Context: an optimization exercise on an open-source flow, tuned for small area, a short achievable clock period and few clock cycles. The choices shown serve that exercise and are no tape-out recipe. In this exercise RTL edits were held to simulation tests only and were not proved equivalent to the original. Power and IR drop assume default switching activity.

## build 44
// ntt_core
module ntt_core (
    input  logic        clk,
    input  logic        reset,
    input  logic        cmd_valid,
    output logic        cmd_ready,
    input  logic [1:0]  cmd,
    input  logic        in_valid,
    output logic        in_ready,
    input  logic [12:0] in_data,
    output logic        out_valid,
    input  logic        out_ready,
    output logic [12:0] out_data,
    output logic        busy
);
Size in the first run: roughly 480 flip-flops, roughly 0.030 mm^2 of cells after synthesis.
clock: 12.0 ns
lec_check: 0
cap_margin: 20
core_margin: 2
core_utilization: 35
slew_margin: 20
run.sh (not shown) runs the stock make flow with config.mk's settings and CLKGATE_MAP_FILE= SYNTH_SCRIPT=/design/flow/synth_recipe.tcl, a recipe that flattens the netlist after the stock synthesis.
Testbench counts of build 44, summed over its fixed seeds: cycles 9,792.
Setup changes, build 44 to build 97
--- a/flow/design.v
+++ b/flow/design.v
@@ -121,23 +121,23 @@
     localparam logic [5:0] ST_OUT = 6'd32;   
     localparam logic [5:0] ST_END = 6'd48;   
     logic [1:0] state, state_n;
     logic [5:0] st, st_n;
     logic       run_ok, run_ok_n;   
     logic [3:0] root, root_n;       
     logic       ov;                 
     logic       o1v;                
     logic [3:0] o1t;                
     logic [4:0] want;               
     logic       rdy, bsy, inr;      
-    logic cmd_fire, in_fire, oissue, oload, orewind, orew_r;
+    logic cmd_fire, in_fire, oissue, oload, orewind;
     assign cmd_ready = rdy;
     assign busy      = bsy;
     assign in_ready  = inr;
     assign out_valid = ov;
     assign cmd_fire  = cmd_valid && rdy;
     assign in_fire   = in_valid && inr;
     assign oissue    = (state == S_POST) && run_ok && st[5] && !st[4];
     assign oload     = o1v && (o1t == want[3:0]) && !want[4] && (!ov || out_ready);
     assign orewind   = o1v && (o1t == want[3:0]) && !want[4] && !oload;
     logic last_tw, last_ld, done;
     assign last_tw = (st[2:0] == 3'd7);
@@ -167,44 +167,42 @@
                     if (last_tw) state_n = S_IDLE;
                 end
             end
             S_LD: begin
                 if (in_fire) begin
                     st_n = st + 6'd1;
                     if (last_ld) state_n = S_POST;
                 end
             end
             default: begin   
                 if (cmd_fire && cmd == 2'd2) run_ok_n = 1'b1;
-                if (orew_r) st_n = {2'b10, want[3:0]};
+                if (orewind) st_n = {2'b10, want[3:0]};
                 else if (!st[5] || oissue) st_n = st + 6'd1;
                 if (done) state_n = S_IDLE;
             end
         endcase
     end
     always_ff @(posedge clk or posedge reset) begin
         if (reset) begin
             state  <= S_IDLE;
             st     <= '0;
             run_ok <= 1'b0;
             root   <= '0;
             o1v    <= 1'b0;
-            orew_r <= 1'b0;
             want   <= '0;
         end else begin
             state  <= state_n;
             st     <= st_n;
             run_ok <= run_ok_n;
             root   <= root_n;
             o1v <= oissue;
-            orew_r <= orewind && (state == S_POST);
             if (state != S_POST) want <= '0;
             else if (oload) want <= want + 5'd1;
         end
     end
     logic rdy_n, inr_n;
     always_comb begin
         case (state)
             S_IDLE:  rdy_n = !(cmd_fire && !cmd[1]);
             S_LTW:   rdy_n = in_fire && last_tw;
             S_LD:    rdy_n = in_fire && last_ld;
             default: rdy_n = (!run_ok && !(cmd_fire && cmd == 2'd2)) || done;
@@ -272,23 +270,23 @@
     assign st1        = st[3:0] + 4'd1;
     assign c_ld_hold  = mkdec(2'd0, st[3:0], ta, tb, te);
     assign c_ld_inc   = mkdec(2'd0, st1, ta, tb, te);
     assign c_ops      = mkdec(2'd1, st1, ta, tb, te);    
     assign c_out0     = mkdec(2'd2, 4'd0, ta, tb, te);
     assign c_out_hold = mkdec(2'd2, st[3:0], ta, tb, te);
     assign c_out_inc  = mkdec(2'd2, st1, ta, tb, te);
     assign c_out_rew  = mkdec(2'd2, want[3:0], ta, tb, te);
     assign c_ld0      = mkdec(2'd0, 4'd0, ta, tb, te);
     assign dn = (state == S_LD)   ? (in_fire ? (last_ld ? c_ops : c_ld_inc) : c_ld_hold) :
                 (state == S_POST) ? (!st[5] ? ((st[4:0] == 5'd31) ? c_out0 : c_ops) :
-                                     orew_r ? c_out_rew : oissue ? c_out_inc : c_out_hold) :
+                                     orewind ? c_out_rew : oissue ? c_out_inc : c_out_hold) :
                 c_ld0;
     logic       op_v, op_ld, op_in, op_bf, op_ops;
     logic [3:0] op_a, op_b;
     logic [2:0] op_e;
     logic       pa;
     logic [2:0] x0, x1;
     always_ff @(posedge clk) begin
         {op_ld, op_in, op_bf, op_ops, op_a, op_b, op_e, pa, x0, x1} <= dn;
     end
     assign op_v = op_in ? (in_fire && state == S_LD) : op_ops;
     logic [12:0] rf [16];
--- outcome ---
NOTE: count of inverters other than clock inverters in the layout in build 97 falls short of that of build 44
Comparing build 97 and build 44, post-synthesis cell count is higher on build 44.
Summary of build 97 over build 44: async set-or-reset flop fraction in the synthesized netlist dropped 0.20 points; global router's overall resource usage barely changed; number of fill cells in the layout dropped 205.
There was hardly any difference in total routed wirelength between build 44 and build 97.
Compared with build 44, build 97 is more frugal on power.
As far as core utilization is concerned, build 97 and build 44 perform about the same.
| final design area excluding fillers | build 97 vs build 44 | better |
There was hardly any difference in sequential cell count between build 97 and build 44.
Cell count along the critical path is higher on build 97
Cell type of the slowest stage on the worst timing path = sky130_fd_sc_hd__a32oi_1: build 97; cell type of the slowest stage on the worst timing path = sky130_fd_sc_hd__clkdlybuf4s50_1: build 44
Critical path required time, build 97 and build 44, lower one = build 44.
The power attributed to sequential cells of build 97 and that of build 44 are within noise of each other.
Relative to build 44, the tap cell count of build 97 is lower by 0.87%.
Testbench counts of build 97, summed over its fixed seeds: cycles 9,792.

[re-timing with driven ports]
How much do the figures lean on ideal ports? The routed layouts below were timed once more, with nothing changed but the port constraints. Step 1 (the two cells are an assumption about what drives the block):
set clk [get_ports {clk}]
set_driving_cell -lib_cell sky130_fd_sc_hd__clkbuf_16 $clk
set_driving_cell -lib_cell sky130_fd_sc_hd__buf_2 [delete_from_list [all_inputs] $clk]
Step 2 times the ports against the registers' clock, not the clock port: input delays grow and output delays shrink by t, the midpoint of the rising clock arrivals with the driver on. Three values: ideal ports, drivers, drivers and shift; two values: the first two.
| run | t, ns | slack for setup (ns) | hold slack, ns | worst register clock-pin slew, ns |
|---|---|---|---|---|
| build 44 | 0.666 | 7.978 / 7.922 / 7.435 | 0.325 / 0.325 / 0.325 | 0.07 / 0.07 |
| build 97 | 0.661 | 7.573 / 7.613 / 6.952 | 0.318 / 0.318 / 0.318 | 0.07 / 0.07 |
After both steps setup and hold are still met in every run listed. For build 97, which loses most, drivers alone change the setup slack by +0.040 ns; drivers and shift together by -0.621 ns.
